Source: an optimization exercise on an open RTL-to-GDS flow (aim: small area and a short achievable clock period). Production flows keep margins and buffers that such runs may drop.
The RTL was checked by simulation tests, not by an equivalence proof against the original design.
Power is estimated from default activity; no workload was simulated.

===== design/flow/constraint.sdc =====
create_clock -name core_clock -period 8.0 [get_ports {CLK}]
set_input_delay 1.6000 -clock core_clock [delete_from_list [all_inputs] [get_ports {CLK}]]
set_output_delay 1.6000 -clock core_clock [all_outputs]
set_load 0.01 [all_outputs]

===== design/flow/config.mk =====
export PLATFORM = sky130hd
export DESIGN_NAME = aq_reduce_ctrl
export DESIGN_NICKNAME = aq_reduce_ctrl
export VERILOG_FILES = /design/flow/design.v
export SDC_FILE = /design/flow/constraint.sdc
export NUM_CORES = 4
export LEC_CHECK = 0
export CAP_MARGIN = 20
export CORE_MARGIN = 2
export CORE_UTILIZATION = 40
export SLEW_MARGIN = 20

===== design/flow/design.v =====
module aq_reduce_ctrl #(
  parameter  int unsigned DRAIN_TO = 64,
  localparam int unsigned GW       = 16,
  localparam int unsigned DW       = 32,
  localparam int unsigned CW       = 32
) (
  input  logic          RST_N,
  input  logic          CLK,
  input  logic [GW-1:0] CFG_ORG_X,
  input  logic [GW-1:0] CFG_ORG_Y,
  input  logic [GW-1:0] CFG_CNV_X,
  input  logic [GW-1:0] CFG_CNV_Y,
  input  logic          START,
  input  logic          ABORT,
  input  logic          S_TVALID,
  input  logic [DW-1:0] S_TDATA,
  output logic          S_TREADY,
  output logic [GW-1:0] ORG_X,
  output logic [GW-1:0] ORG_Y,
  output logic [GW-1:0] CNV_X,
  output logic [GW-1:0] CNV_Y,
  output logic          DIN_WE,
  output logic          DIN_FSYNC,
  output logic [DW-1:0] DIN,
  input  logic          DOUT_OE,
  input  logic          DOUT_LAST,
  output logic          BUSY,
  output logic          DONE,
  output logic          ERR,
  output logic [CW-1:0] OUT_CNT
);
  logic          r_busy, r_fsync, r_tready, r_drain, r_done;
  logic          r_err, r_din_we;
  logic [DW-1:0] r_din;
  logic [CW-1:0] r_out_cnt;
  logic [GW-1:0] r_org_x, r_org_y, r_cnv_x, r_cnv_y;
  logic [GW-1:0] r_px_x, r_px_y;
  logic [GW-1:0] r_oc_x, r_oc_y;
  logic          r_oc_over;
  logic          w_cfg_ok, w_start_ok, w_fin, w_sync1, w_hs, w_px_row, w_last_px;
  logic          w_drain_to, w_oe_en, w_wrap, w_oc_row, w_oc_load, w_cnt_eq;
  logic [CW:0]   w_out_inc;
  logic [GW-1:0] w_org_x_nxt, w_org_y_nxt, w_cnv_x_nxt, w_cnv_y_nxt;
  assign w_cfg_ok   = (CFG_CNV_X != '0) && (CFG_CNV_X <= CFG_ORG_X) &&
                      (CFG_CNV_Y != '0) && (CFG_CNV_Y <= CFG_ORG_Y);
  assign w_start_ok = !r_busy && START && w_cfg_ok;
  assign w_fin      = r_busy && r_done;
  assign w_sync1    = r_busy && !r_fsync && !r_tready && !r_drain && !r_done;
  assign w_hs       = r_tready && S_TVALID;
  assign w_px_row   = r_px_x == GW'(1);
  assign w_last_px  = w_px_row && (r_px_y == GW'(1));
  assign w_drain_to = r_px_y[5:0] == 6'(1 - DRAIN_TO);
  assign w_oe_en    = DOUT_OE && r_busy && !r_done;
  assign w_out_inc  = {1'b0, r_out_cnt} + (CW+1)'(w_oe_en);
  assign w_wrap     = w_out_inc[CW];
  assign w_oc_row   = w_oe_en && (r_oc_x == GW'(1));
  assign w_oc_load  = w_start_ok || w_wrap;
  assign w_cnt_eq   = !r_oc_over && (w_oe_en ? (w_oc_row && (r_oc_y == GW'(1)))
                                             : (r_oc_y == '0));
  assign w_org_x_nxt = w_start_ok ? CFG_ORG_X : r_org_x;
  assign w_org_y_nxt = w_start_ok ? CFG_ORG_Y : r_org_y;
  assign w_cnv_x_nxt = w_start_ok ? CFG_CNV_X : r_cnv_x;
  assign w_cnv_y_nxt = w_start_ok ? CFG_CNV_Y : r_cnv_y;
  always_ff @(posedge CLK or negedge RST_N) begin
    if (!RST_N) begin
      r_busy    <= 1'b0;
      r_fsync   <= 1'b0;
      r_tready  <= 1'b0;
      r_drain   <= 1'b0;
      r_done    <= 1'b0;
      r_err     <= 1'b0;
      r_din_we  <= 1'b0;
      r_din     <= '0;
      r_out_cnt <= '0;
      r_org_x   <= '0;
      r_org_y   <= '0;
      r_cnv_x   <= '0;
      r_cnv_y   <= '0;
      r_px_x    <= '0;
      r_px_y    <= '0;
      r_oc_x    <= '0;
      r_oc_y    <= '0;
      r_oc_over <= 1'b0;
    end else begin
      r_busy   <= r_busy ? (!ABORT && !r_done) : (START && w_cfg_ok);
      r_fsync  <= w_start_ok;
      r_tready <= !ABORT && (w_sync1 || (r_tready && !(w_hs && w_last_px)));
      r_drain  <= !ABORT && ((w_hs && w_last_px) || (r_drain && !DOUT_LAST && !w_drain_to));
      r_done   <= (!r_busy && START && !w_cfg_ok) ||
                  (r_drain && !ABORT && (DOUT_LAST || w_drain_to));
      if (r_busy && ABORT)                r_err <= 1'b1;
      else if (!r_busy && START)          r_err <= !w_cfg_ok;
      else if (r_drain && DOUT_LAST)      r_err <= r_err || !w_cnt_eq;
      else if (r_drain && w_drain_to)     r_err <= 1'b1;
      r_din_we <= w_hs && !ABORT;
      if (w_hs && !ABORT) r_din <= S_TDATA;
      r_out_cnt <= w_start_ok ? '0 : w_out_inc[CW-1:0];
      r_org_x   <= w_org_x_nxt;
      r_org_y   <= w_org_y_nxt;
      r_cnv_x   <= w_cnv_x_nxt;
      r_cnv_y   <= w_cnv_y_nxt;
      r_px_x <= (r_fsync || (w_hs && w_px_row)) ? r_org_x : r_px_x - GW'(w_hs);
      r_px_y <= r_fsync ? r_org_y : r_px_y - GW'((w_hs && w_px_row) || r_drain);
      r_oc_x    <= (w_oc_load || w_oc_row) ? w_cnv_x_nxt : r_oc_x - GW'(w_oe_en);
      r_oc_y    <= w_oc_load ? w_cnv_y_nxt : r_oc_y - GW'(w_oc_row);
      r_oc_over <= !w_oc_load && (r_oc_over || (w_oe_en && r_oc_y == '0));
    end
  end
  assign S_TREADY  = r_tready;
  assign ORG_X     = r_org_x;
  assign ORG_Y     = r_org_y;
  assign CNV_X     = r_cnv_x;
  assign CNV_Y     = r_cnv_y;
  assign DIN_WE    = r_din_we;
  assign DIN_FSYNC = r_fsync;
  assign DIN       = r_din;
  assign BUSY      = r_busy;
  assign DONE      = r_done;
  assign ERR       = r_err;
  assign OUT_CNT   = r_out_cnt;
endmodule

===== design/flow/run.sh =====
#!/bin/bash
# synth_recipe.tcl (not shown) runs the flow's synth.tcl, then flattens the netlist and writes it again
# the make line also repeats each setting of config.mk as NAME=value (left out here)
make -C /OpenROAD-flow-scripts/flow DESIGN_CONFIG=/design/flow/config.mk WORK_HOME=/design/flow/orfs CLKGATE_MAP_FILE= SYNTH_SCRIPT=/design/flow/synth_recipe.tcl finish

==> run summary, run 1 <==
# TYPE chip_impl_metric gauge
chip_impl_metric{name="timing.fmax",unit="GHz"} 0.2010
chip_impl_info{name="highest_layer",value="met5"} 1
chip_impl_metric{name="seq_area_frac_synth",unit="%"} 49.62
chip_impl_metric{name="drt.antenna.violating_nets",unit=""} 0
chip_impl_metric{name="post_synth_num_cell_types",unit=""} 54
chip_impl_metric{name="syn2layout_area_growth",unit="%"} 32.50
chip_impl_metric{name="whs",unit="ns"} 0.4817
chip_impl_info{name="dominant_combinational_cell_family_by_area_after_synthesis",value="simple AND/OR/NAND/NOR gates"} 1
chip_impl_metric{name="syn_nets",unit=""} 1161
chip_impl_metric{name="h-tree-depth",unit=""} 4
chip_impl_metric{name="die_width",unit="µm"} 162.8
chip_impl_metric{name="hpwlAfterDp",unit="µm"} 19260
chip_impl_metric{name="synth.area.mux_share",unit="%"} 9.390
chip_impl_metric{name="placement.cell_area",unit="µm²"} 12750
chip_impl_metric{name="report.final.slew_viol_count",unit=""} 0
chip_impl_info{name="setup.worst_path.end_class",value="flip-flop"} 1
chip_impl_metric{name="drt_wl_total",unit="µm"} 26860
chip_impl_info{name="synth_ff_type",value="sky130_fd_sc_hd__dfrtp_1"} 1
chip_impl_metric{name="syn_area_per_cell",unit="µm²"} 9.928
chip_impl_metric{name="largest_driver_fanout_on_the_critical_path",unit=""} 51
chip_impl_metric{name="synth-xor-area-share",unit="%"} 7.033
chip_impl_info{name="outcome",value="no timing/DRC/antenna violations"} 1
chip_impl_metric{name="antenna-diode-count",unit=""} 0
chip_impl_metric{name="peakVddDrop",unit="µV"} 168.4
chip_impl_metric{name="gp_routability_congestion",unit=""} 0.8352
chip_impl_metric{name="drc",unit=""} 0
chip_impl_metric{name="cts.clk_slew.worst_paths",unit="ns"} 0.09
chip_impl_metric{name="synthCells",unit=""} 1016
chip_impl_metric{name="worst-path-buf-inv",unit=""} 3
chip_impl_metric{name="arrival",unit="ns"} 5.29
chip_impl_info{name="timing.hold.worst.class",value="reg -> reg"} 1
chip_impl_metric{name="start_util",unit="%"} 40.41
chip_impl_metric{name="finalSetupViolations",unit=""} 0
chip_impl_info{name="startpoint_type",value="input port"} 1
chip_impl_metric{name="m1WireLength",unit="µm"} 12600
chip_impl_metric{name="finalCoreUtilization",unit="%"} 53.54
chip_impl_metric{name="gr-usage-all-layers",unit="%"} 20.48
chip_impl_metric{name="clk-insertion-delay-late",unit="ns"} 0.44
chip_impl_info{name="unrepaired_setup_endpoints_after_global_routing",value="no"} 1
chip_impl_metric{name="io_buffer_count",unit=""} 236
chip_impl_metric{name="synthSimpleGateAreaFrac",unit="%"} 18.61
chip_impl_metric{name="antenna_violations_before_repair",unit=""} 1
chip_impl_metric{name="num-nets-final",unit=""} 1386
chip_impl_metric{name="final_area",unit="µm²"} 13370
chip_impl_metric{name="met2_wirelength",unit="µm"} 12280
chip_impl_metric{name="num_io_pins",unit=""} 237
chip_impl_metric{name="finalWorstPathRequiredPeriod",unit="ns"} 4.974
chip_impl_metric{name="tightestPinTransition",unit="ns"} 1.107
chip_impl_metric{name="met3RoutedLength",unit="µm"} 1692
chip_impl_metric{name="drive_above_1_share",unit="%"} 9.888
chip_impl_metric{name="ctsHoldBuffers",unit=""} 0
chip_impl_metric{name="max_slew_headroom_at_the_worst_pin",unit="%"} 26.20
chip_impl_metric{name="yosys_synthesis_warning_count",unit=""} 1
chip_impl_metric{name="max_incr_delay_on_cp",unit="ns"} 0.91
chip_impl_metric{name="nFillCells",unit=""} 2300
chip_impl_metric{name="synth-compound-area-share",unit="%"} 6.202
chip_impl_metric{name="drt_pass1_iterations",unit=""} 6
chip_impl_metric{name="drv.max_cap_violation_count",unit=""} 0
chip_impl_metric{name="post_syn_area",unit="µm²"} 10090
chip_impl_metric{name="routedWlPerCell",unit="µm"} 16.96
chip_impl_metric{name="std_cell_rows",unit=""} 58
chip_impl_info{name="yosys-top-cells-area",value="sky130_fd_sc_hd__dfrtp_1 (50%), sky130_fd_sc_hd__mux2_2 (8.6%), sky130_fd_sc_hd__nand2_1 (6.3%)"} 1
chip_impl_metric{name="synth-async-reset-ratio",unit="%"} 100.0
chip_impl_metric{name="cts.repair_timing.setup_buffer_count",unit=""} 0
chip_impl_metric{name="core-area",unit="µm²"} 24960
chip_impl_metric{name="synth_edf_count",unit=""} 0
chip_impl_metric{name="die-area",unit="µm²"} 26500
chip_impl_metric{name="min_period_over_period",unit="%"} 62.18
chip_impl_metric{name="yosys_top_cell_area_share",unit="%"} 49.62
chip_impl_metric{name="max-clock-path-buffers",unit=""} 2
chip_impl_metric{name="grt_first_pass_wirelength",unit="µm"} 42870
chip_impl_metric{name="cts.sink_count",unit=""} 200
chip_impl_metric{name="grt.overflow.total",unit=""} 0
chip_impl_metric{name="timing_hold_violations_final",unit=""} 0
chip_impl_info{name="clock_tree.root_cell",value="sky130_fd_sc_hd__clkbuf_16"} 1
chip_impl_info{name="worst-setup-path-type",value="in -> reg"} 1
chip_impl_metric{name="flip_flop_and_latch_count_after_synthesis",unit=""} 200
chip_impl_metric{name="pin_count_of_the_biggest_net_entering_global_routing",unit=""} 82
chip_impl_metric{name="post_synth_fa_ha_maj_area_fraction",unit="%"} 5.210
chip_impl_metric{name="skew",unit="ns"} 0.01581
chip_impl_info{name="critical_path.cell_chain",value="clkdlybuf4s50_1, inv_1, ha_1, nand4_1, nor4_1, or3_1, a21oi_1, nor4_2, nand2_4, inv_2, mux2_2"} 1
chip_impl_metric{name="postCtsResizedCells",unit=""} 0
chip_impl_info{name="critical-path-slowest-cell",value="sky130_fd_sc_hd__nor4_2"} 1
chip_impl_metric{name="via_per_inst",unit=""} 4.983
chip_impl_metric{name="worstPathRequired",unit="ns"} 8.31
chip_impl_info{name="largest_delay_contributor_family_on_the_critical_path",value="simple AND/OR/NAND/NOR gates"} 1
chip_impl_info{name="yosysTopAreaCell",value="sky130_fd_sc_hd__dfrtp_1"} 1
chip_impl_info{name="tritoncts_clock_tree",value="yes"} 1
chip_impl_metric{name="detailedRoute.firstIterationViolations",unit=""} 388
chip_impl_metric{name="vias_after_detailed_routing",unit=""} 7893
chip_impl_metric{name="p_total",unit="mW"} 3.788
chip_impl_metric{name="tns",unit="ns"} 0
chip_impl_metric{name="tritoncts.num_buffers",unit=""} 17
chip_impl_metric{name="p_leak",unit="nW"} 5.901
chip_impl_metric{name="grt_pass1_vias",unit=""} 8009
chip_impl_metric{name="power-per-cell-area",unit="nW/µm²"} 283.4
chip_impl_metric{name="floorplan.die.height",unit="µm"} 162.8
power breakdown:
group	switching, mW	total [mW]	internal [mW]
Clock	0.441	0.868	0.427
Combinational	0.524	1.25	0.729
Sequential	0.299	1.67	1.37
cell usage in the layout (no fill, tap or decap), types with 3 or more instances in the layout:
cell                              count
sky130_fd_sc_hd__clkdlybuf4s50_1    235
sky130_fd_sc_hd__dfrtp_1            200
sky130_fd_sc_hd__nand2_1            168
sky130_fd_sc_hd__nor2_1              78
sky130_fd_sc_hd__mux2_2              77
sky130_fd_sc_hd__inv_1               60
sky130_fd_sc_hd__o21ai_0             55
sky130_fd_sc_hd__xnor2_1             44
sky130_fd_sc_hd__ha_1                42
sky130_fd_sc_hd__a21oi_1             38
sky130_fd_sc_hd__xor2_1              37
sky130_fd_sc_hd__nand3_1             26
sky130_fd_sc_hd__nor4_1              21
sky130_fd_sc_hd__nor3_1              19
sky130_fd_sc_hd__clkbuf_16           17
sky130_fd_sc_hd__nand4_1             15
sky130_fd_sc_hd__or3_1               10
sky130_fd_sc_hd__and2_1              10
sky130_fd_sc_hd__nor2b_1              9
sky130_fd_sc_hd__and3_1               8
sky130_fd_sc_hd__mux2i_1              8
sky130_fd_sc_hd__and4_1               6
sky130_fd_sc_hd__buf_4                6
sky130_fd_sc_hd__or4_1                5
sky130_fd_sc_hd__nand2b_1             5
sky130_fd_sc_hd__inv_8                5
sky130_fd_sc_hd__a21o_1               3
sky130_fd_sc_hd__nand3b_1             3
sky130_fd_sc_hd__nor3b_1              3
sky130_fd_sc_hd__clkinv_8             3
worst reg2reg max path: stages, from the launching register on:
cell	delay, ns
sky130_fd_sc_hd__dfrtp_1	0.43
sky130_fd_sc_hd__and3b_1	0.33
sky130_fd_sc_hd__ha_1	0.29
sky130_fd_sc_hd__ha_1	0.24
sky130_fd_sc_hd__and2_1	0.18
sky130_fd_sc_hd__and4_1	0.23
sky130_fd_sc_hd__nand3_1	0.09
sky130_fd_sc_hd__buf_4	0.31
sky130_fd_sc_hd__nand2_1	0.61
sky130_fd_sc_hd__nand2_1	0.23
sky130_fd_sc_hd__o21ai_0	0.10
sky130_fd_sc_hd__mux2_2	0.30
metal layers:
metal  vias to the layer above  track usage (%)
li1                       3886                -
met1                      3807            28.35
met2                       176            32.13
met3                        22            5.704
met4                         2            4.505
met5                         -                0
cells in the mapped netlist (2+ instances only):
master,instances
sky130_fd_sc_hd__or4_1,5
sky130_fd_sc_hd__o21a_1,2
sky130_fd_sc_hd__buf_2,18
sky130_fd_sc_hd__nand2_1,168
sky130_fd_sc_hd__or3_1,10
sky130_fd_sc_hd__nor3_1,19
sky130_fd_sc_hd__xnor2_1,44
sky130_fd_sc_hd__and3_1,8
sky130_fd_sc_hd__nor2_1,78
sky130_fd_sc_hd__o211ai_1,2
sky130_fd_sc_hd__mux2_2,77
sky130_fd_sc_hd__and2_1,10
sky130_fd_sc_hd__a21oi_1,38
sky130_fd_sc_hd__and4_1,6
sky130_fd_sc_hd__nand3b_1,3
sky130_fd_sc_hd__nand2b_1,5
sky130_fd_sc_hd__ha_1,42
sky130_fd_sc_hd__nor4_1,21
sky130_fd_sc_hd__clkbuf_1,17
sky130_fd_sc_hd__o21ai_0,55
sky130_fd_sc_hd__a21o_1,3
sky130_fd_sc_hd__nand4_1,15
sky130_fd_sc_hd__o31ai_1,2
sky130_fd_sc_hd__a31oi_1,2
sky130_fd_sc_hd__nor2b_1,9
sky130_fd_sc_hd__nor3b_1,3
sky130_fd_sc_hd__xor2_1,37
sky130_fd_sc_hd__nand3_1,26
sky130_fd_sc_hd__inv_1,60
sky130_fd_sc_hd__dfrtp_1,200
sky130_fd_sc_hd__mux2i_1,8
cell families (layout without fill, tap and decap cells):
group           after synthesis  after routing
simple gates                396            396
flops                       200            200
compound gates              114            114
buf+inv                      98            336
mux                          85             85
xor+xnor                     81             81
fa+ha+maj                    42             42
path summary, 6_finish.rpt:
kind | startpoint | end | slack, ns | depth (start not counted)
hold reg to reg | r_din[6]$_DFFE_PN0P_ | r_din[6]$_DFFE_PN0P_ | 0.48 | 2
max in group asynchronous | RST_N | r_cnv_y[6]$_DFF_PN0_ | 5.57 | 2
min in group asynchronous | RST_N | r_out_cnt[18]$_DFF_PN0_ | 1.12 | 1
setup reg to reg | r_busy$_DFF_PN0_ | r_oc_x[14]$_DFF_PN0_ | 4.55 | 11
hold / removal | r_din[6]$_DFFE_PN0P_ | r_din[6]$_DFFE_PN0P_ | 0.48 | 2
setup / recovery | CFG_ORG_Y[14] | r_org_x[2]$_DFFE_PN0N_ | 3.03 | 11
flip-flops by register name, indices dropped and copies added, names as in the netlist, 16 cells and up:
name	flops
r_cnv_x	16
r_cnv_y	16
r_din	32
r_oc_x	16
r_oc_y	16
r_org_x	16
r_org_y	16
r_out_cnt	32
r_px_x	16
r_px_y	16
stage by stage:
step	worst slack, ns	instances
final	3.026	1584
after global routing	2.778	1584
after CTS	3.018	1583
after detailed placement	2.588	1551
after global placement	2.628	1551
after floorplan	4.385	1016
layout make-up:
cell class / instances / area (µm²) / share of cell area, %
multi-input cells: 718 / 4690 / 35.09
repair buffers: 243 / 2439 / 18.25
clock buffers: 18 / 439.2 / 3.286
inverters: 61 / 229.0 / 1.713
flip-flops and latches: 200 / 5005 / 37.45
well taps: 330 / 412.9 / 3.089
clock inverters: 14 / 151.4 / 1.133
==> run 2, diff against run 1 <==
--- a/design/flow/design.v
+++ b/design/flow/design.v
@@ -54,7 +54,7 @@
   assign w_out_inc  = {1'b0, r_out_cnt} + (CW+1)'(w_oe_en);
   assign w_wrap     = w_out_inc[CW];
   assign w_oc_row   = w_oe_en && (r_oc_x == GW'(1));
-  assign w_oc_load  = w_start_ok || w_wrap;
+  assign w_oc_load  = w_wrap;
   assign w_cnt_eq   = !r_oc_over && (w_oe_en ? (w_oc_row && (r_oc_y == GW'(1)))
                                              : (r_oc_y == '0));
   assign w_org_x_nxt = w_start_ok ? CFG_ORG_X : r_org_x;
@@ -101,9 +101,15 @@
       r_cnv_y   <= w_cnv_y_nxt;
       r_px_x <= (r_fsync || (w_hs && w_px_row)) ? r_org_x : r_px_x - GW'(w_hs);
       r_px_y <= r_fsync ? r_org_y : r_px_y - GW'((w_hs && w_px_row) || r_drain);
-      r_oc_x    <= (w_oc_load || w_oc_row) ? w_cnv_x_nxt : r_oc_x - GW'(w_oe_en);
-      r_oc_y    <= w_oc_load ? w_cnv_y_nxt : r_oc_y - GW'(w_oc_row);
-      r_oc_over <= !w_oc_load && (r_oc_over || (w_oe_en && r_oc_y == '0));
+      if (!r_busy) begin
+        r_oc_x    <= CFG_CNV_X;
+        r_oc_y    <= CFG_CNV_Y;
+        r_oc_over <= 1'b0;
+      end else begin
+        r_oc_x    <= (w_oc_load || w_oc_row) ? r_cnv_x : r_oc_x - GW'(w_oe_en);
+        r_oc_y    <= w_oc_load ? r_cnv_y : r_oc_y - GW'(w_oc_row);
+        r_oc_over <= !w_oc_load && (r_oc_over || (w_oe_en && r_oc_y == '0));
+      end
     end
   end
   assign S_TREADY  = r_tready;
==> design/flow/flow/run.sh (new file) <==
#!/bin/bash
# Standard ORFS layout, but the port buffers are buf_1 cells.
set -euo pipefail
export BUFFER_PORTS_ARGS="-buffer_cell sky130_fd_sc_hd__buf_1"
bash standard.sh > standard.log 2>&1
==> design/flow/standard.sh (new file) <==
#!/bin/bash
# synth_recipe.tcl (not shown) runs the flow's synth.tcl, then flattens the netlist and writes it again
# the make line also repeats each setting of config.mk as NAME=value (left out here)
make -C /OpenROAD-flow-scripts/flow DESIGN_CONFIG=/design/flow/config.mk WORK_HOME=/design/flow/orfs CLKGATE_MAP_FILE= SYNTH_SCRIPT=/design/flow/synth_recipe.tcl "${@:-finish}"
removed: design/flow/run.sh
==> run 2 against run 1 <==
Against the previous run: via count down 1.9%; hold slack worse by 0.0053 ns; maximum frequency is 9.8% higher; synthesized cell count decreased by 3.9%; combinational power fell by 31%; design area shrank 11%; non-clock buffer count did not move; utilization fell by 5.8 points; critical endpoint is now r_cnv_y[1]$_DFFE_PN0P_; largest cell class unchanged; largest power group unchanged.
==> run summary, run 2 <==
# TYPE chip_impl_metric gauge
chip_impl_info{name="yosys.cell_count.top_type",value="sky130_fd_sc_hd__dfrtp_1"} 1
chip_impl_metric{name="synth_edf_count",unit=""} 0
chip_impl_metric{name="drt_wl_total",unit="µm"} 25820
chip_impl_metric{name="drt.antenna.violating_nets",unit=""} 0
chip_impl_info{name="worst-setup-path-type",value="in -> reg"} 1
chip_impl_metric{name="clk-insertion-delay-late",unit="ns"} 0.42
chip_impl_info{name="yosysTopAreaCell",value="sky130_fd_sc_hd__dfrtp_1"} 1
chip_impl_metric{name="grt_pass1_vias",unit=""} 7475
chip_impl_metric{name="clockPowerShare",unit="%"} 26.5
chip_impl_metric{name="core-area",unit="µm²"} 25040
chip_impl_metric{name="io_buffer_count",unit=""} 236
chip_impl_metric{name="m1WireLength",unit="µm"} 12050
chip_impl_metric{name="num-nets-final",unit=""} 1353
chip_impl_metric{name="timing_hold_violations_final",unit=""} 0
chip_impl_metric{name="finalSetupViolations",unit=""} 0
chip_impl_metric{name="tns",unit="ns"} 0
chip_impl_metric{name="timing.fmax",unit="GHz"} 0.2207
chip_impl_metric{name="yosys_synthesis_warning_count",unit=""} 1
chip_impl_metric{name="nFillCells",unit=""} 2451
chip_impl_info{name="layout_common_cells",value="sky130_fd_sc_hd__buf_1 (235), sky130_fd_sc_hd__dfrtp_1 (200), sky130_fd_sc_hd__nand2_1 (174)"} 1
chip_impl_info{name="synthTopCellsByCount",value="sky130_fd_sc_hd__dfrtp_1 (200), sky130_fd_sc_hd__nand2_1 (174), sky130_fd_sc_hd__mux2_2 (117)"} 1
chip_impl_metric{name="switching_share",unit="%"} 34.09
chip_impl_metric{name="drv.max_cap_violation_count",unit=""} 0
chip_impl_metric{name="ctsHoldBuffers",unit=""} 0
chip_impl_metric{name="synth-async-reset-ratio",unit="%"} 100.0
chip_impl_metric{name="grt.overflow.total",unit=""} 0
chip_impl_info{name="startpoint",value="CFG_CNV_X[5]"} 1
chip_impl_metric{name="worstPathRequired",unit="ns"} 8.31
chip_impl_metric{name="finalWorstPathRequiredPeriod",unit="ns"} 4.531
chip_impl_metric{name="pin_count_of_the_biggest_net_entering_global_routing",unit=""} 65
chip_impl_info{name="startpoint_type",value="input port"} 1
chip_impl_metric{name="arrival",unit="ns"} 4.84
chip_impl_metric{name="p_total",unit="mW"} 3.335
chip_impl_metric{name="comb_power_share",unit="%"} 26.0
chip_impl_metric{name="switchingPower",unit="mW"} 1.137
chip_impl_info{name="largest_delay_contributor_family_on_the_critical_path",value="buffers and inverters"} 1
chip_impl_metric{name="cts.repair_timing.setup_buffer_count",unit=""} 0
chip_impl_info{name="critical-path-slowest-cell",value="sky130_fd_sc_hd__or3_1"} 1
chip_impl_info{name="synth_ff_type",value="sky130_fd_sc_hd__dfrtp_1"} 1
chip_impl_info{name="yosys-top-cells-area",value="sky130_fd_sc_hd__dfrtp_1 (49%), sky130_fd_sc_hd__mux2_2 (13%), sky130_fd_sc_hd__nand2_1 (6.4%)"} 1
chip_impl_info{name="reg_top3",value="r_din x32, r_out_cnt x32"} 1
chip_impl_metric{name="min_period_over_period",unit="%"} 56.64
chip_impl_metric{name="worst-path-buf-inv",unit=""} 3
chip_impl_info{name="crit_top_cell",value="sky130_fd_sc_hd__a21oi_1"} 1
chip_impl_metric{name="postCtsResizedCells",unit=""} 0
chip_impl_info{name="critical_path.cell_chain",value="buf_1, ha_1, a21oi_1, o21ai_0, a221o_1, a211oi_1, a21oi_1, or3_1, clkinv_2, buf_4, mux2_2"} 1
chip_impl_metric{name="met2_wirelength",unit="µm"} 12020
chip_impl_metric{name="pre_cts_setup_slack",unit="ns"} 3.010
chip_impl_metric{name="routedWlPerCell",unit="µm"} 16.66
chip_impl_metric{name="skew",unit="ns"} 0.01058
chip_impl_info{name="unrepaired_setup_endpoints_after_global_routing",value="no"} 1
chip_impl_info{name="tritoncts_clock_tree",value="yes"} 1
chip_impl_metric{name="syn_area_per_cell",unit="µm²"} 10.41
chip_impl_metric{name="drt_pass1_iterations",unit=""} 4
chip_impl_metric{name="cts.sink_count",unit=""} 200
chip_impl_metric{name="max_slew_headroom_at_the_worst_pin",unit="%"} 33.62
chip_impl_metric{name="peakVddDrop",unit="µV"} 149.6
chip_impl_metric{name="hpwlAfterDp",unit="µm"} 19130
chip_impl_info{name="setup.worst_path.end_class",value="flip-flop"} 1
chip_impl_metric{name="synthCells",unit=""} 976
chip_impl_metric{name="detailedRoute.firstIterationViolations",unit=""} 453
chip_impl_metric{name="met3RoutedLength",unit="µm"} 1489
chip_impl_metric{name="syn2layout_area_growth",unit="%"} 17.74
chip_impl_info{name="hold_path_startpoint",value="r_din[22]$_DFFE_PN0P_"} 1
chip_impl_metric{name="die-area",unit="µm²"} 26680
chip_impl_metric{name="drc",unit=""} 0
chip_impl_metric{name="design_internal_power",unit="mW"} 2.198
chip_impl_metric{name="h-tree-depth",unit=""} 4
chip_impl_metric{name="p_leak",unit="nW"} 5.275
chip_impl_metric{name="yosys_top_cell_area_share",unit="%"} 49.27
chip_impl_metric{name="syn_nets",unit=""} 1122
chip_impl_metric{name="power-per-cell-area",unit="nW/µm²"} 278.9
chip_impl_metric{name="antenna-diode-count",unit=""} 0
chip_impl_info{name="final_common_cell",value="sky130_fd_sc_hd__buf_1"} 1
chip_impl_info{name="highest_layer",value="met4"} 1
chip_impl_metric{name="start_util",unit="%"} 40.57
chip_impl_metric{name="largest_driver_fanout_on_the_critical_path",unit=""} 42
chip_impl_metric{name="drive_above_1_share",unit="%"} 14.51
chip_impl_metric{name="post_syn_area",unit="µm²"} 10160
chip_impl_metric{name="max-clock-path-buffers",unit=""} 2
chip_impl_metric{name="tritoncts.num_buffers",unit=""} 17
chip_impl_metric{name="gr-usage-all-layers",unit="%"} 19.57
chip_impl_metric{name="gp_routability_congestion",unit=""} 0.8093
chip_impl_info{name="timing.hold.worst.class",value="reg -> reg"} 1
chip_impl_metric{name="flip_flop_and_latch_count_after_synthesis",unit=""} 200
chip_impl_metric{name="num_io_pins",unit=""} 237
chip_impl_metric{name="post-route-worst-setup-slack",unit="ns"} 3.469
chip_impl_info{name="outcome",value="no timing/DRC/antenna violations"} 1
chip_impl_metric{name="vias_after_detailed_routing",unit=""} 7743
chip_impl_metric{name="std_cell_rows",unit=""} 58
chip_impl_metric{name="die_width",unit="µm"} 163.4
chip_impl_metric{name="antenna_violations_before_repair",unit=""} 0
chip_impl_metric{name="floorplan.die.height",unit="µm"} 163.4
chip_impl_info{name="crit-reg2reg-launch",value="r_done$_DFF_PN0_"} 1
chip_impl_metric{name="cts.clk_slew.worst_paths",unit="ns"} 0.07
chip_impl_metric{name="grt_first_pass_wirelength",unit="µm"} 40630
chip_impl_metric{name="report.final.slew_viol_count",unit=""} 0
chip_impl_metric{name="post_synth_num_cell_types",unit=""} 50
chip_impl_info{name="clock_tree.root_cell",value="sky130_fd_sc_hd__clkbuf_16"} 1
chip_impl_metric{name="via_per_inst",unit=""} 4.995
chip_impl_metric{name="seq_area_frac_synth",unit="%"} 49.27
chip_impl_metric{name="seq_power_share",unit="%"} 47.5
chip_impl_metric{name="tightestPinTransition",unit="ns"} 0.9957
chip_impl_metric{name="max_incr_delay_on_cp",unit="ns"} 0.74
-- run 2: area by class of cell --
cell class,instances,area (µm²),area share [%]
Tap cell,330,412.9,3.453
Clock inverter,12,137.6,1.151
Sequential cell,200,5005,41.85
Inverter,49,185.2,1.548
Timing Repair Buffer,243,942.2,7.878
Clock buffer,20,456.7,3.819
Multi-Input combinational cell,696,4820,40.30
-- run 2: worst min-delay path: stages (launching register included) --
cell and delay, ns:
sky130_fd_sc_hd__dfrtp_1 0.34, sky130_fd_sc_hd__nand2_1 0.05, sky130_fd_sc_hd__nand2_1 0.06
-- run 2: through the flow --
step | std cells | util, % | hold WS [ns] | cell area (µm²)
floorplan | 976 | - | 0.5139 | 10160
global placement | 1518 | 45.39 | 0.4575 | 11360
detailed placement | 1518 | 45.39 | 0.4608 | 11360
CTS | 1550 | 47.77 | 0.4769 | 11960
global route | 1550 | 47.77 | 0.4929 | 11960
finish | 1550 | 47.77 | 0.4764 | 11960
-- run 2: cells by family after synthesis --
family	after synthesis	synth area share, %
and+or+nand+nor	370	17.11
DFF	200	49.27
muxes	121	13.43
AOI/OAI and AO/OA	81	4.632
xor gates and xnor gates	81	6.984
buffers and inverters	80	3.277
adders and majority gates	43	5.297
-- run 2: path summary, 6_finish.rpt --
check / end / slack [ns] / depth (start not counted)
worst min-delay path: r_din[22]$_DFFE_PN0P_ / 0.48 / 2
worst max-delay path: r_cnv_y[1]$_DFFE_PN0P_ / 3.47 / 11
max in group asynchronous: r_din[6]$_DFFE_PN0P_ / 5.44 / 2
worst min register to register: r_din[22]$_DFFE_PN0P_ / 0.48 / 2
min in group asynchronous: r_px_y[3]$_DFF_PN0_ / 1.31 / 1
worst max register to register: r_oc_x[9]$_DFF_PN0_ / 4.13 / 10
-- run 2: routing by layer --
| metal | global-route usage, % | vias up |
|---|---|---|
| met1 | 27.43 | 3757 |
| met2 | 30.90 | 193 |
| met3 | 4.723 | 15 |
| li1 | - | 3778 |
| met5 | 0 | - |
| met4 | 4.063 | 0 |
-- run 2: power by group through the flow --
stage | clock [mW] | sequential [mW] | combinational (mW)
after global placement | 0 | 1.60 | 0.859
after floorplan | 0 | 1.64 | 0.457
after CTS | 0.905 | 1.59 | 0.884
final | 0.882 | 1.58 | 0.868
after detailed placement | 0 | 1.60 | 0.880
after global routing | 0.941 | 1.63 | 0.977
==> run 3, diff against run 2 <==
--- a/design/flow/design.v
+++ b/design/flow/design.v
@@ -40,6 +40,7 @@
   logic          w_cfg_ok, w_start_ok, w_fin, w_sync1, w_hs, w_px_row, w_last_px;
   logic          w_drain_to, w_oe_en, w_wrap, w_oc_row, w_oc_load, w_cnt_eq;
   logic [CW:0]   w_out_inc;
+  logic [CW-1:0] w_out_cnt;
   logic [GW-1:0] w_org_x_nxt, w_org_y_nxt, w_cnv_x_nxt, w_cnv_y_nxt;
   assign w_cfg_ok   = (CFG_CNV_X != '0) && (CFG_CNV_X <= CFG_ORG_X) &&
                       (CFG_CNV_Y != '0) && (CFG_CNV_Y <= CFG_ORG_Y);
@@ -51,7 +52,8 @@
   assign w_last_px  = w_px_row && (r_px_y == GW'(1));
   assign w_drain_to = r_px_y[5:0] == 6'(1 - DRAIN_TO);
   assign w_oe_en    = DOUT_OE && r_busy && !r_done;
-  assign w_out_inc  = {1'b0, r_out_cnt} + (CW+1)'(w_oe_en);
+  assign w_out_cnt  = r_fsync ? '0 : r_out_cnt;
+  assign w_out_inc  = {1'b0, w_out_cnt} + (CW+1)'(w_oe_en);
   assign w_wrap     = w_out_inc[CW];
   assign w_oc_row   = w_oe_en && (r_oc_x == GW'(1));
   assign w_oc_load  = w_wrap;
@@ -94,7 +96,7 @@
       else if (r_drain && w_drain_to)     r_err <= 1'b1;
       r_din_we <= w_hs && !ABORT;
       if (w_hs && !ABORT) r_din <= S_TDATA;
-      r_out_cnt <= w_start_ok ? '0 : w_out_inc[CW-1:0];
+      r_out_cnt <= w_out_inc[CW-1:0];
       r_org_x   <= w_org_x_nxt;
       r_org_y   <= w_org_y_nxt;
       r_cnv_x   <= w_cnv_x_nxt;
@@ -123,5 +125,5 @@
   assign BUSY      = r_busy;
   assign DONE      = r_done;
   assign ERR       = r_err;
-  assign OUT_CNT   = r_out_cnt;
+  assign OUT_CNT   = w_out_cnt;
 endmodule
==> run 3 against run 2 <==
Against the previous run: still clean; setup slack gained 0.56 ns; wire length grew 5.3%; hold slack lost 0.00052 ns; synthesized cell count grew 8.0%; combinational power grew 2%; count of clock-buffer cells in the layout shrank 2; maximum frequency grew 14%; first-iteration DRC count grew 33%; clock skew grew 0.0082 ns; utilization grew 0.36 points.
==> run summary, run 3 <==
# TYPE chip_impl_metric gauge
chip_impl_metric{name="start_util",unit="%"} 40.96
chip_impl_metric{name="cts.sink_count",unit=""} 200
chip_impl_metric{name="largest_driver_fanout_on_the_critical_path",unit=""} 37
chip_impl_info{name="reg_top3",value="r_din x32, r_out_cnt x32"} 1
chip_impl_info{name="startpoint",value="CFG_CNV_Y[11]"} 1
chip_impl_metric{name="drt_pass1_iterations",unit=""} 6
chip_impl_metric{name="report.final.slew_viol_count",unit=""} 0
chip_impl_info{name="synth_ff_type",value="sky130_fd_sc_hd__dfrtp_1"} 1
chip_impl_info{name="final_common_cell",value="sky130_fd_sc_hd__buf_1"} 1
chip_impl_metric{name="die_width",unit="µm"} 164.8
chip_impl_metric{name="met2_usage",unit="%"} 32.52
chip_impl_metric{name="drc",unit=""} 0
chip_impl_metric{name="finalSetupViolations",unit=""} 0
chip_impl_metric{name="gr-usage-all-layers",unit="%"} 20.13
chip_impl_metric{name="std_cell_rows",unit=""} 58
chip_impl_metric{name="drt_wl_total",unit="µm"} 27180
chip_impl_metric{name="grt_use_met3",unit="%"} 4.621
chip_impl_metric{name="arrival",unit="ns"} 4.29
chip_impl_metric{name="p_leak",unit="nW"} 5.594
chip_impl_metric{name="power-per-cell-area",unit="nW/µm²"} 277.3
chip_impl_metric{name="antenna-diode-count",unit=""} 0
chip_impl_info{name="unrepaired_setup_endpoints_after_global_routing",value="no"} 1
chip_impl_metric{name="antenna_violations_before_repair",unit=""} 2
chip_impl_metric{name="max-clock-path-buffers",unit=""} 2
chip_impl_metric{name="finalWorstPathRequiredPeriod",unit="ns"} 3.969
chip_impl_metric{name="timing.fmax",unit="GHz"} 0.2519
chip_impl_info{name="timing.hold.worst.class",value="reg -> reg"} 1
chip_impl_metric{name="min_period_over_period",unit="%"} 49.62
chip_impl_info{name="tritoncts_clock_tree",value="yes"} 1
chip_impl_metric{name="synthCells",unit=""} 1054
chip_impl_info{name="worst-setup-path-type",value="in -> reg"} 1
chip_impl_metric{name="vias_after_detailed_routing",unit=""} 8170
chip_impl_metric{name="synth-async-reset-ratio",unit="%"} 100.0
chip_impl_metric{name="cts.repair_timing.setup_buffer_count",unit=""} 0
chip_impl_metric{name="syn2layout_area_growth",unit="%"} 17.49
chip_impl_metric{name="post_synth_num_cell_types",unit=""} 52
chip_impl_metric{name="detailedRoute.firstIterationViolations",unit=""} 603
chip_impl_metric{name="drt.antenna.violating_nets",unit=""} 0
chip_impl_metric{name="num_io_pins",unit=""} 237
chip_impl_metric{name="max_incr_delay_on_cp",unit="ns"} 0.61
chip_impl_metric{name="synth_edf_count",unit=""} 0
chip_impl_metric{name="die-area",unit="µm²"} 27160
chip_impl_metric{name="via_per_inst",unit=""} 5.040
chip_impl_metric{name="ctsHoldBuffers",unit=""} 0
chip_impl_metric{name="floorplan.die.height",unit="µm"} 164.8
chip_impl_metric{name="grt_first_pass_wirelength",unit="µm"} 42320
chip_impl_info{name="crit-reg2reg-launch",value="r_busy$_DFF_PN0_"} 1
chip_impl_info{name="critPathCapture",value="r_cnv_y[4]$_DFFE_PN0P_"} 1
chip_impl_metric{name="global_route.usage.met1",unit="%"} 27.51
chip_impl_metric{name="syn_area_per_cell",unit="µm²"} 9.815
chip_impl_metric{name="reg2reg_setup_slack",unit="ns"} 4.34
chip_impl_metric{name="timing_hold_violations_final",unit=""} 0
chip_impl_metric{name="num-nets-final",unit=""} 1424
chip_impl_info{name="setup.worst_path.end_class",value="flip-flop"} 1
chip_impl_metric{name="yosys_synthesis_warning_count",unit=""} 1
chip_impl_metric{name="drive_above_1_share",unit="%"} 8.908
chip_impl_metric{name="io_buffer_count",unit=""} 236
chip_impl_metric{name="grt_pass1_vias",unit=""} 7820
chip_impl_metric{name="post_syn_area",unit="µm²"} 10340
chip_impl_metric{name="worstPathRequired",unit="ns"} 8.32
chip_impl_metric{name="syn_nets",unit=""} 1200
chip_impl_metric{name="seq_area_frac_synth",unit="%"} 48.38
chip_impl_info{name="rr_endpoint",value="r_oc_x[15]$_DFF_PN0_"} 1
chip_impl_metric{name="yosys_top_cell_area_share",unit="%"} 48.38
chip_impl_metric{name="postCtsResizedCells",unit=""} 0
chip_impl_info{name="outcome",value="no timing/DRC/antenna violations"} 1
chip_impl_info{name="synthTopCellsByCount",value="sky130_fd_sc_hd__dfrtp_1 (200), sky130_fd_sc_hd__nand2_1 (178), sky130_fd_sc_hd__inv_1 (81)"} 1
chip_impl_metric{name="cts.clk_slew.worst_paths",unit="ns"} 0.09
chip_impl_metric{name="worstRegToRegCells",unit=""} 12
chip_impl_info{name="critical_path.cell_chain",value="buf_1, nor4_1, nand4_1, nand2_1, nor2_1, a41oi_1, or3_4, buf_16, mux2_2"} 1
chip_impl_info{name="yosys-top-cells-area",value="sky130_fd_sc_hd__dfrtp_1 (48%), sky130_fd_sc_hd__nand2_1 (6.5%), sky130_fd_sc_hd__ha_1 (5.2%)"} 1
chip_impl_metric{name="tritoncts.num_buffers",unit=""} 17
chip_impl_info{name="grt_busiest_layer",value="met2"} 1
chip_impl_metric{name="clk-insertion-delay-late",unit="ns"} 0.45
chip_impl_metric{name="flip_flop_and_latch_count_after_synthesis",unit=""} 200
chip_impl_metric{name="h-tree-depth",unit=""} 4
chip_impl_info{name="layout_common_cells",value="sky130_fd_sc_hd__buf_1 (235), sky130_fd_sc_hd__dfrtp_1 (198), sky130_fd_sc_hd__nand2_1 (178)"} 1
chip_impl_metric{name="core-area",unit="µm²"} 25250
chip_impl_info{name="startpoint_type",value="input port"} 1
chip_impl_metric{name="grt.overflow.total",unit=""} 0
chip_impl_info{name="yosys.cell_count.top_type",value="sky130_fd_sc_hd__dfrtp_1"} 1
chip_impl_metric{name="tns",unit="ns"} 0
chip_impl_metric{name="hpwlAfterDp",unit="µm"} 19780
chip_impl_metric{name="gp_routability_congestion",unit=""} 0.8386
chip_impl_metric{name="pin_count_of_the_biggest_net_entering_global_routing",unit=""} 74
chip_impl_metric{name="drv.max_cap_violation_count",unit=""} 0
chip_impl_info{name="critical-path-slowest-cell",value="sky130_fd_sc_hd__nor4_1"} 1
chip_impl_metric{name="skew",unit="ns"} 0.01876
chip_impl_metric{name="tightestPinTransition",unit="ns"} 1.000
chip_impl_metric{name="finalCoreUtilization",unit="%"} 48.13
chip_impl_metric{name="peakVddDrop",unit="µV"} 144.2
chip_impl_metric{name="max_slew_headroom_at_the_worst_pin",unit="%"} 33.24
chip_impl_info{name="clock_tree.root_cell",value="sky130_fd_sc_hd__clkbuf_16"} 1
chip_impl_metric{name="routedWlPerCell",unit="µm"} 16.77
chip_impl_info{name="yosysTopAreaCell",value="sky130_fd_sc_hd__dfrtp_1"} 1
run 3: cell families (layout without fill, tap and decap cells):
family	after synthesis	after routing	synth area share, %
simple gates	407	407	18.75
flops	200	200	48.38
compound gates	134	134	7.620
buf+inv	121	358	4.923
xor+xnor	82	82	6.942
mux	67	67	8.188
fa+ha+maj	43	43	5.201
run 3: cell type report:
| type | count | area [µm²] |
|---|---|---|
| Fill cell | 2512 | 13100 |
| Tap cell | 330 | 412.9 |
| Inverter | 81 | 304.0 |
| Clock inverter | 14 | 171.4 |
| Timing Repair Buffer | 245 | 977.2 |
| Multi-Input combinational cell | 733 | 4842 |
| Sequential cell | 200 | 5007 |
| Clock buffer | 18 | 439.2 |
run 3: per-stage QoR:
stage          power, mW  hold WS (ns)  worst slack, ns  instance area, µm²  cells
6_report           3.370        0.4759            4.031               12150   1621
5_1_grt            3.591        0.5080            3.840               12150   1621
4_1_cts            3.405        0.4804            3.847               12130   1620
3_5_place_dp       2.502        0.4601            3.388               11520   1588
3_3_place_gp       2.478        0.4565            3.412               11520   1588
2_1_floorplan      2.129        0.5139            4.204               10340   1054
run 3: worst min-delay path by stage:
stage	cells past startpoint	slack [ns]	startpoint	end
2_1_floorplan	2	0.51	r_din[0]$_DFFE_PN0P_	r_din[0]$_DFFE_PN0P_
3_3_place_gp	2	0.46	r_din[0]$_DFFE_PN0P_	r_din[0]$_DFFE_PN0P_
3_5_place_dp	2	0.46	r_din[6]$_DFFE_PN0P_	r_din[6]$_DFFE_PN0P_
4_1_cts	2	0.48	r_din[6]$_DFFE_PN0P_	r_din[6]$_DFFE_PN0P_
5_1_grt	2	0.51	r_din[26]$_DFFE_PN0P_	r_din[26]$_DFFE_PN0P_
6_report	2	0.48	r_din[28]$_DFFE_PN0P_	r_din[28]$_DFFE_PN0P_
run 3: where the power goes:
part	leakage, nW	internal, mW	switching (mW)
clock	0.295	0.435	0.457
combinational	2.83	0.397	0.485
sequential	2.47	1.33	0.270
run 3: worst max-delay path, delay by kind of cell:
family                 cells  cell delay (ns)
and+or+nand+nor            5             1.57
muxes                      1             0.37
buffers and inverters      2             0.45
AOI/OAI and AO/OA          1             0.28
run 3: per-layer routing:
layer / vias to the layer above / part of all wire, %
li1: 4000 / -
met1: 3905 / 46
met2: 235 / 47
met3: 26 / 6.1
met4: 4 / 1.5
met5: - / 0.092
==> run 4, diff against run 3 <==
--- a/design/flow/config.mk
+++ b/design/flow/config.mk
@@ -8,4 +8,5 @@
 export CAP_MARGIN = 20
 export CORE_MARGIN = 2
 export CORE_UTILIZATION = 40
+export SETUP_SLACK_MARGIN = 4.5
 export SLEW_MARGIN = 20
==> run 4 against run 3 <==
Against the previous run: sequential cell count is the same; largest cell class is now multi-input gates; synthesized cell count did not move; register-to-register slack better by 0.38 ns; still clean; area after synthesis did not move; first-iteration DRC count fell by 18%; combinational power grew 7.0%; final cell count rose by 2.1%; sequential power hardly changed; clock power increased by 2.6%.
==> run summary, run 4 <==
# TYPE chip_impl_metric gauge
chip_impl_info{name="outcome",value="no timing/DRC/antenna violations"} 1
chip_impl_metric{name="power-per-cell-area",unit="nW/µm²"} 263.5
chip_impl_info{name="yosys-top-cells-area",value="sky130_fd_sc_hd__dfrtp_1 (48%), sky130_fd_sc_hd__nand2_1 (6.5%), sky130_fd_sc_hd__ha_1 (5.2%)"} 1
chip_impl_metric{name="h-tree-depth",unit=""} 4
chip_impl_info{name="unrepaired_setup_endpoints_after_global_routing",value="yes"} 1
chip_impl_info{name="clock_tree.root_cell",value="sky130_fd_sc_hd__clkbuf_16"} 1
chip_impl_metric{name="place_inst",unit=""} 1588
chip_impl_metric{name="worstPathRequired",unit="ns"} 8.32
chip_impl_metric{name="flip_flop_and_latch_count_after_synthesis",unit=""} 200
chip_impl_metric{name="gr-usage-all-layers",unit="%"} 20.54
chip_impl_metric{name="post-route-worst-setup-slack",unit="ns"} 4.388
chip_impl_metric{name="seq_area_frac_synth",unit="%"} 48.38
chip_impl_metric{name="tns",unit="ns"} 0
chip_impl_info{name="setup.worst_path.end_class",value="flip-flop"} 1
chip_impl_metric{name="p_leak",unit="nW"} 5.955
chip_impl_metric{name="switchingPower",unit="mW"} 1.204
chip_impl_info{name="hold_path_startpoint",value="r_din[10]$_DFFE_PN0P_"} 1
chip_impl_metric{name="antenna_violations_before_repair",unit=""} 0
chip_impl_metric{name="final_area",unit="µm²"} 13110
chip_impl_metric{name="std_cell_rows",unit=""} 58
chip_impl_metric{name="via_per_inst",unit=""} 5.091
chip_impl_metric{name="die-area",unit="µm²"} 27160
chip_impl_metric{name="pre_cts_setup_slack",unit="ns"} 3.224
chip_impl_metric{name="synth_edf_count",unit=""} 0
chip_impl_metric{name="clockPowerShare",unit="%"} 26.5
chip_impl_info{name="layout_common_cells",value="sky130_fd_sc_hd__buf_1 (206), sky130_fd_sc_hd__dfrtp_1 (198), sky130_fd_sc_hd__nand2_1 (176)"} 1
chip_impl_metric{name="syn2layout_area_growth",unit="%"} 26.77
chip_impl_metric{name="design_internal_power",unit="mW"} 2.252
chip_impl_metric{name="post_synth_num_cell_types",unit=""} 52
chip_impl_metric{name="min_delay_path_depth",unit=""} 2
chip_impl_metric{name="comb_power_share",unit="%"} 27.3
chip_impl_metric{name="synthCells",unit=""} 1054
chip_impl_metric{name="multi_input_area",unit="µm²"} 5286
chip_impl_metric{name="core-area",unit="µm²"} 25250
chip_impl_info{name="highest_layer",value="met4"} 1
chip_impl_metric{name="min_period_over_period",unit="%"} 45.15
chip_impl_info{name="holdPathEnd",value="r_din[10]$_DFFE_PN0P_"} 1
chip_impl_metric{name="post_syn_area",unit="µm²"} 10340
chip_impl_metric{name="met2_wirelength",unit="µm"} 13090
chip_impl_metric{name="die_width",unit="µm"} 164.8
chip_impl_info{name="yosysTopAreaCell",value="sky130_fd_sc_hd__dfrtp_1"} 1
chip_impl_metric{name="whs",unit="ns"} 0.4800
chip_impl_metric{name="drt_pass1_iterations",unit=""} 4
chip_impl_metric{name="switching_share",unit="%"} 34.84
chip_impl_metric{name="met3RoutedLength",unit="µm"} 1502
chip_impl_metric{name="skew",unit="ns"} 0.01376
chip_impl_metric{name="report.final.slew_viol_count",unit=""} 0
chip_impl_metric{name="arrival",unit="ns"} 3.94
chip_impl_metric{name="placement.cell_area",unit="µm²"} 11710
chip_impl_metric{name="grt_pass1_vias",unit=""} 8059
chip_impl_metric{name="worstRegToRegCells",unit=""} 12
chip_impl_metric{name="drt.antenna.violating_nets",unit=""} 0
chip_impl_metric{name="timing.fmax",unit="GHz"} 0.2769
chip_impl_metric{name="max-clock-path-buffers",unit=""} 2
chip_impl_info{name="crit-reg2reg-launch",value="r_px_x[7]$_DFF_PN0_"} 1
chip_impl_metric{name="floorplan.die.height",unit="µm"} 164.8
chip_impl_metric{name="m1WireLength",unit="µm"} 13130
chip_impl_metric{name="finalSetupViolations",unit=""} 0
chip_impl_metric{name="timing_hold_violations_final",unit=""} 0
chip_impl_metric{name="clk-insertion-delay-late",unit="ns"} 0.44
chip_impl_metric{name="ctsHoldBuffers",unit=""} 0
chip_impl_info{name="synthTopCellsByCount",value="sky130_fd_sc_hd__dfrtp_1 (200), sky130_fd_sc_hd__nand2_1 (178), sky130_fd_sc_hd__inv_1 (81)"} 1
chip_impl_info{name="rr_endpoint",value="r_px_y[15]$_DFF_PN0_"} 1
chip_impl_metric{name="drt_wl_total",unit="µm"} 28150
chip_impl_metric{name="tritoncts.num_buffers",unit=""} 17
chip_impl_info{name="startpoint_type",value="input port"} 1
chip_impl_metric{name="tightestPinTransition",unit="ns"} 0.9964
chip_impl_metric{name="seq_power_share",unit="%"} 46.2
chip_impl_metric{name="antenna-diode-count",unit=""} 0
chip_impl_metric{name="start_util",unit="%"} 40.96
chip_impl_metric{name="detailedRoute.firstIterationViolations",unit=""} 494
chip_impl_metric{name="grt.overflow.total",unit=""} 0
chip_impl_metric{name="drc",unit=""} 0
chip_impl_metric{name="peakVddDrop",unit="µV"} 148.5
chip_impl_metric{name="synth-async-reset-ratio",unit="%"} 100.0
chip_impl_metric{name="max_slew_headroom_at_the_worst_pin",unit="%"} 33.50
chip_impl_metric{name="syn_area_per_cell",unit="µm²"} 9.815
chip_impl_metric{name="final_cells",unit=""} 1655
chip_impl_metric{name="num_io_pins",unit=""} 237
chip_impl_metric{name="syn_nets",unit=""} 1200
chip_impl_metric{name="routedWlPerCell",unit="µm"} 17.01
chip_impl_metric{name="yosys_synthesis_warning_count",unit=""} 1
chip_impl_info{name="worst-setup-path-type",value="in -> reg"} 1
chip_impl_metric{name="yosys_top_cell_area_share",unit="%"} 48.38
chip_impl_metric{name="hpwlAfterDp",unit="µm"} 18800
chip_impl_metric{name="final-seq-area",unit="µm²"} 5010
chip_impl_metric{name="num-nets-final",unit=""} 1458
chip_impl_info{name="yosys.cell_count.top_type",value="sky130_fd_sc_hd__dfrtp_1"} 1
chip_impl_metric{name="grt_first_pass_wirelength",unit="µm"} 42970
chip_impl_metric{name="pin_count_of_the_biggest_net_entering_global_routing",unit=""} 75
chip_impl_metric{name="finalWorstPathRequiredPeriod",unit="ns"} 3.612
chip_impl_metric{name="cts.sink_count",unit=""} 200
chip_impl_metric{name="drive_above_1_share",unit="%"} 18.04
chip_impl_metric{name="gp_routability_congestion",unit=""} 0.8099
chip_impl_metric{name="io_buffer_count",unit=""} 236
chip_impl_info{name="final_common_cell",value="sky130_fd_sc_hd__buf_1"} 1
chip_impl_info{name="reg_top3",value="r_din x32, r_out_cnt x32"} 1
chip_impl_metric{name="vias_after_detailed_routing",unit=""} 8425
chip_impl_metric{name="cts.clk_slew.worst_paths",unit="ns"} 0.08
chip_impl_metric{name="reg2reg_setup_slack",unit="ns"} 4.72
chip_impl_metric{name="nFillCells",unit=""} 2336
chip_impl_info{name="timing.hold.worst.class",value="reg -> reg"} 1
chip_impl_info{name="synth_ff_type",value="sky130_fd_sc_hd__dfrtp_1"} 1
chip_impl_info{name="tritoncts_clock_tree",value="yes"} 1
chip_impl_metric{name="largest_driver_fanout_on_the_critical_path",unit=""} 6
chip_impl_metric{name="drv.max_cap_violation_count",unit=""} 0
-- run 4: what timing repair did --
item,CTS,global route
setup endpoints to repair,104,113
pin swaps,13,19
gates resized for setup,40,77
setup buffers,18,9
gates cloned,4,4
-- run 4: cell type report --
type | count | area share [%]
multi-input cells | 737 | 40.31
flip-flops and latches | 200 | 38.20
repair buffers | 275 | 11.23
clock buffers | 18 | 3.349
well taps | 330 | 3.149
inverters | 81 | 2.414
clock inverters | 14 | 1.345
-- run 4: worst max path at each step --
stage | startpoint | to | cells past startpoint
6_report | CFG_ORG_X[15] | r_cnv_y[13]$_DFFE_PN0P_ | 11
5_1_grt | CFG_CNV_Y[7] | r_cnv_y[10]$_DFFE_PN0P_ | 11
4_1_cts | CFG_CNV_Y[12] | r_cnv_y[15]$_DFFE_PN0P_ | 11
3_5_place_dp | CFG_ORG_Y[14] | r_org_x[9]$_DFFE_PN0P_ | 9
3_3_place_gp | CFG_ORG_Y[15] | r_cnv_y[0]$_DFFE_PN0P_ | 9
2_1_floorplan | CFG_CNV_Y[14] | r_cnv_y[10]$_DFFE_PN0P_ | 11
-- run 4: through the flow --
step                total power, mW  utilization, %
floorplan                     2.134               -
global placement              2.473           46.36
detailed placement            2.498           46.36
CTS                           3.463           50.25
global route                  3.684           51.93
finish                        3.456           51.93
-- run 4: logic make-up (layout without fill, tap and decap cells) --
logic type / after synthesis / after routing / synth area share [%]
buf+inv: 121 / 388 / 4.923
flops: 200 / 200 / 48.38
xor+xnor: 82 / 82 / 6.942
mux: 67 / 67 / 8.188
fa+ha+maj: 43 / 43 / 5.201
simple gates: 407 / 411 / 18.75
compound gates: 134 / 134 / 7.620
-- run 4: per-layer routing --
metal / vias to the layer above / GRT usage, %
met3: 31 / 4.470
met4: 0 / 5.810
met5: - / 0
met2: 232 / 32.35
li1: 4082 / -
met1: 4080 / 28.55
-- run 4: power groups by stage --
| stage | registers (mW) | clock network (mW) | logic, mW |
|---|---|---|---|
| 2_1_floorplan | 1.64 | 0 | 0.490 |
| 3_3_place_gp | 1.60 | 0 | 0.869 |
| 3_5_place_dp | 1.61 | 0 | 0.892 |
| 4_1_cts | 1.60 | 0.938 | 0.929 |
| 6_report | 1.60 | 0.914 | 0.944 |
| 5_1_grt | 1.64 | 0.979 | 1.06 |
-- run 4: critical path, cell delays in order --
cell and delay (ns):
sky130_fd_sc_hd__buf_8 0.08, sky130_fd_sc_hd__inv_4 0.03, sky130_fd_sc_hd__ha_4 0.26, sky130_fd_sc_hd__and4_1 0.21, sky130_fd_sc_hd__nand4_1 0.24, sky130_fd_sc_hd__nor4_4 0.39, sky130_fd_sc_hd__a41oi_4 0.06, sky130_fd_sc_hd__buf_12 0.17
sky130_fd_sc_hd__or3_4 0.39, sky130_fd_sc_hd__clkbuf_16 0.19, sky130_fd_sc_hd__mux2_4 0.29
==> run 5, diff against run 4 <==
--- a/design/flow/config.mk
+++ b/design/flow/config.mk
@@ -5,8 +5,10 @@
 export SDC_FILE = /design/flow/constraint.sdc
 export NUM_CORES = 4
 export LEC_CHECK = 0
+export ABC_CLOCK_PERIOD_IN_PS = 3000
 export CAP_MARGIN = 20
 export CORE_MARGIN = 2
 export CORE_UTILIZATION = 40
+export CTS_BUF_LIST = sky130_fd_sc_hd__clkbuf_8
 export SETUP_SLACK_MARGIN = 4.5
 export SLEW_MARGIN = 20
==> run 5 against run 4 <==
Against the previous run: setup slack improved by 0.032 ns; critical path depth decreased by 2; via count shrank 2.2%; global-route usage is 0.13 points lower; sequential cell count did not move; final cell count shrank 0.73%; design area is 2.8% lower; clock power shrank 23%; count of clock-buffer cells in the layout unchanged; combinational power shrank 2%; power decreased by 6.6%; critical endpoint is now r_org_y[11]$_DFFE_PN0P_.
==> run summary, run 5 <==
# TYPE chip_impl_metric gauge
chip_impl_info{name="outcome",value="no timing/DRC/antenna violations"} 1
chip_impl_metric{name="largest_driver_fanout_on_the_critical_path",unit=""} 7
chip_impl_info{name="timing.hold.worst.class",value="reg -> reg"} 1
chip_impl_metric{name="arrival",unit="ns"} 3.95
chip_impl_metric{name="tritoncts.num_buffers",unit=""} 17
chip_impl_metric{name="syn2layout_area_growth",unit="%"} 23.20
chip_impl_info{name="tritoncts_clock_tree",value="yes"} 1
chip_impl_metric{name="grt.overflow.total",unit=""} 0
chip_impl_metric{name="gp_routability_congestion",unit=""} 0.8099
chip_impl_info{name="final_common_cell",value="sky130_fd_sc_hd__buf_1"} 1
chip_impl_metric{name="num-nets-final",unit=""} 1446
chip_impl_info{name="yosys-top-cells-area",value="sky130_fd_sc_hd__dfrtp_1 (48%), sky130_fd_sc_hd__nand2_1 (6.5%), sky130_fd_sc_hd__ha_1 (5.2%)"} 1
chip_impl_metric{name="synth_edf_count",unit=""} 0
chip_impl_metric{name="worstRegToRegCells",unit=""} 11
chip_impl_info{name="startpoint_type",value="input port"} 1
chip_impl_metric{name="floorplan.die.height",unit="µm"} 164.8
chip_impl_metric{name="tightestPinTransition",unit="ns"} 0.9885
chip_impl_metric{name="num_io_pins",unit=""} 237
chip_impl_info{name="reg_top3",value="r_din x32, r_out_cnt x32"} 1
chip_impl_metric{name="start_util",unit="%"} 40.96
chip_impl_metric{name="syn_nets",unit=""} 1200
chip_impl_info{name="unrepaired_setup_endpoints_after_global_routing",value="yes"} 1
chip_impl_metric{name="synthCells",unit=""} 1054
==> run 5: cell counts after synthesis <==
No cell type changed its count.
==> run 5: worst max-delay path, cell delays in order <==
cell,delay (ns)
sky130_fd_sc_hd__buf_6,0.11
sky130_fd_sc_hd__ha_4,0.27
sky130_fd_sc_hd__and4_4,0.22
sky130_fd_sc_hd__nand4_1,0.25
sky130_fd_sc_hd__nor4_4,0.40
sky130_fd_sc_hd__a41oi_4,0.11
sky130_fd_sc_hd__buf_6,0.19
sky130_fd_sc_hd__or3_4,0.48
sky130_fd_sc_hd__mux2_4,0.32
==> run 5: kinds of logic after synthesis <==
logic type	count (synthesis)	synth area share [%]
buffers and inverters	121	4.923
flip-flops	200	48.38
AND/OR/NAND/NOR	407	18.75
multiplexers	67	8.188
XOR/XNOR	82	6.942
adder cells (fa/ha/maj)	43	5.201
AO/OA/AOI/OAI	134	7.620
==> run 5: per-stage QoR <==
step / instance area, µm² / total power [mW] / setup slack, ns / hold slack [ns] / instances
floorplan: 10540 / 2.134 / 4.262 / 0.5139 / 1054
global placement: 11710 / 2.473 / 3.208 / 0.4577 / 1588
detailed placement: 11710 / 2.498 / 3.224 / 0.4609 / 1588
CTS: 12440 / 3.247 / 4.505 / 0.4928 / 1635
global route: 12740 / 3.457 / 4.421 / 0.5094 / 1643
finish: 12740 / 3.230 / 4.421 / 0.4890 / 1643
==> run 5: worst max-delay path by stage <==
stage | cells after the start | endpoint | slack, ns | from
detailed placement | 9 | r_org_x[9]$_DFFE_PN0P_ | 3.22 | CFG_ORG_Y[14]
floorplan | 11 | r_cnv_y[10]$_DFFE_PN0P_ | 4.26 | CFG_CNV_Y[14]
finish | 9 | r_org_y[11]$_DFFE_PN0P_ | 4.42 | CFG_CNV_X[15]
global placement | 9 | r_cnv_y[0]$_DFFE_PN0P_ | 3.21 | CFG_ORG_Y[15]
CTS | 3 | OUT_CNT[16] | 4.51 | r_fsync$_DFF_PN0_
global route | 10 | r_org_y[4]$_DFFE_PN0P_ | 4.42 | CFG_ORG_X[12]
==> run 5: per-layer routing <==
metal  part of all wire (%)  wire length, µm  vias to the layer above  track usage, %
li1                       -                -                     4044               -
met1                     47            12940                     3953           28.53
met2                     46            12590                      210           31.72
met3                    5.6             1537                       30           4.947
met4                    1.6              428                        0           5.455
met5                      0                0                        -               0
==> run 5: power breakdown <==
| group | switching (mW) | total (mW) | internal [mW] |
|---|---|---|---|
| clock network | 0.403 | 0.704 | 0.301 |
| registers | 0.270 | 1.60 | 1.33 |
| logic | 0.499 | 0.929 | 0.431 |
==> run 5: timing repair <==
action | in CTS | in global routing
gates resized for setup | 36 | 69
buffers inserted | 11 | 8
pin swaps | 10 | 16
gates cloned | 4 | 0
endpoints found under the setup margin | 104 | 113
hold endpoints to repair | 0 | 0
==> run 5: final cells by class <==
| type | count | area share [%] |
|---|---|---|
| tap | 330 | 3.240 |
| clock inverter | 14 | 1.384 |
| inverter | 81 | 2.484 |
| multi-input combinational | 737 | 41.60 |
| clock buffer | 18 | 1.944 |
| sequential | 200 | 39.31 |
| timing repair buffer | 263 | 10.04 |

==> separate check: timing with driven ports <==
The results above use ideal ports. As a check the final layouts listed here were re-extracted and re-timed, cells and wires unchanged.
Step 1: set_driving_cell puts a clkbuf_16 on CLK and a buf_2 on each other input, an assumption about the parent block.
Step 2 adds t to the input delays and takes it off the output delays; t is the mean of the earliest and latest rising clock arrival at the registers after step 1. Input paths then give back, and output paths get back, about the clock's delay inside the block.
Three values: ideal, step 1, step 2; two values: the first two.
| run | t, ns | slack for setup (ns) | worst hold slack (ns) | pins driven straight from the clock port |
|---|---|---|---|---|
| run 1 | 0.471 | 3.026 / 3.042 / 2.572 | 0.482 / 0.482 / 0.482 | 1 |
| run 2 | 0.461 | 3.469 / 3.466 / 3.006 | 0.476 / 0.476 / 0.476 | 1 |
| run 3 | 0.486 | 4.031 / 4.055 / 3.569 | 0.476 / 0.476 / 0.476 | 1 |
| run 4 | 0.481 | 4.388 / 4.378 / 3.896 | 0.480 / 0.480 / 0.480 | 1 |
| run 5 | 0.512 | 4.421 / 4.410 / 3.898 | 0.489 / 0.489 / 0.489 | 1 |
After both steps setup and hold are still met in every run listed. The setup slack of run 5, which loses most, moves by -0.011 ns with the drivers and by -0.523 ns with both steps.
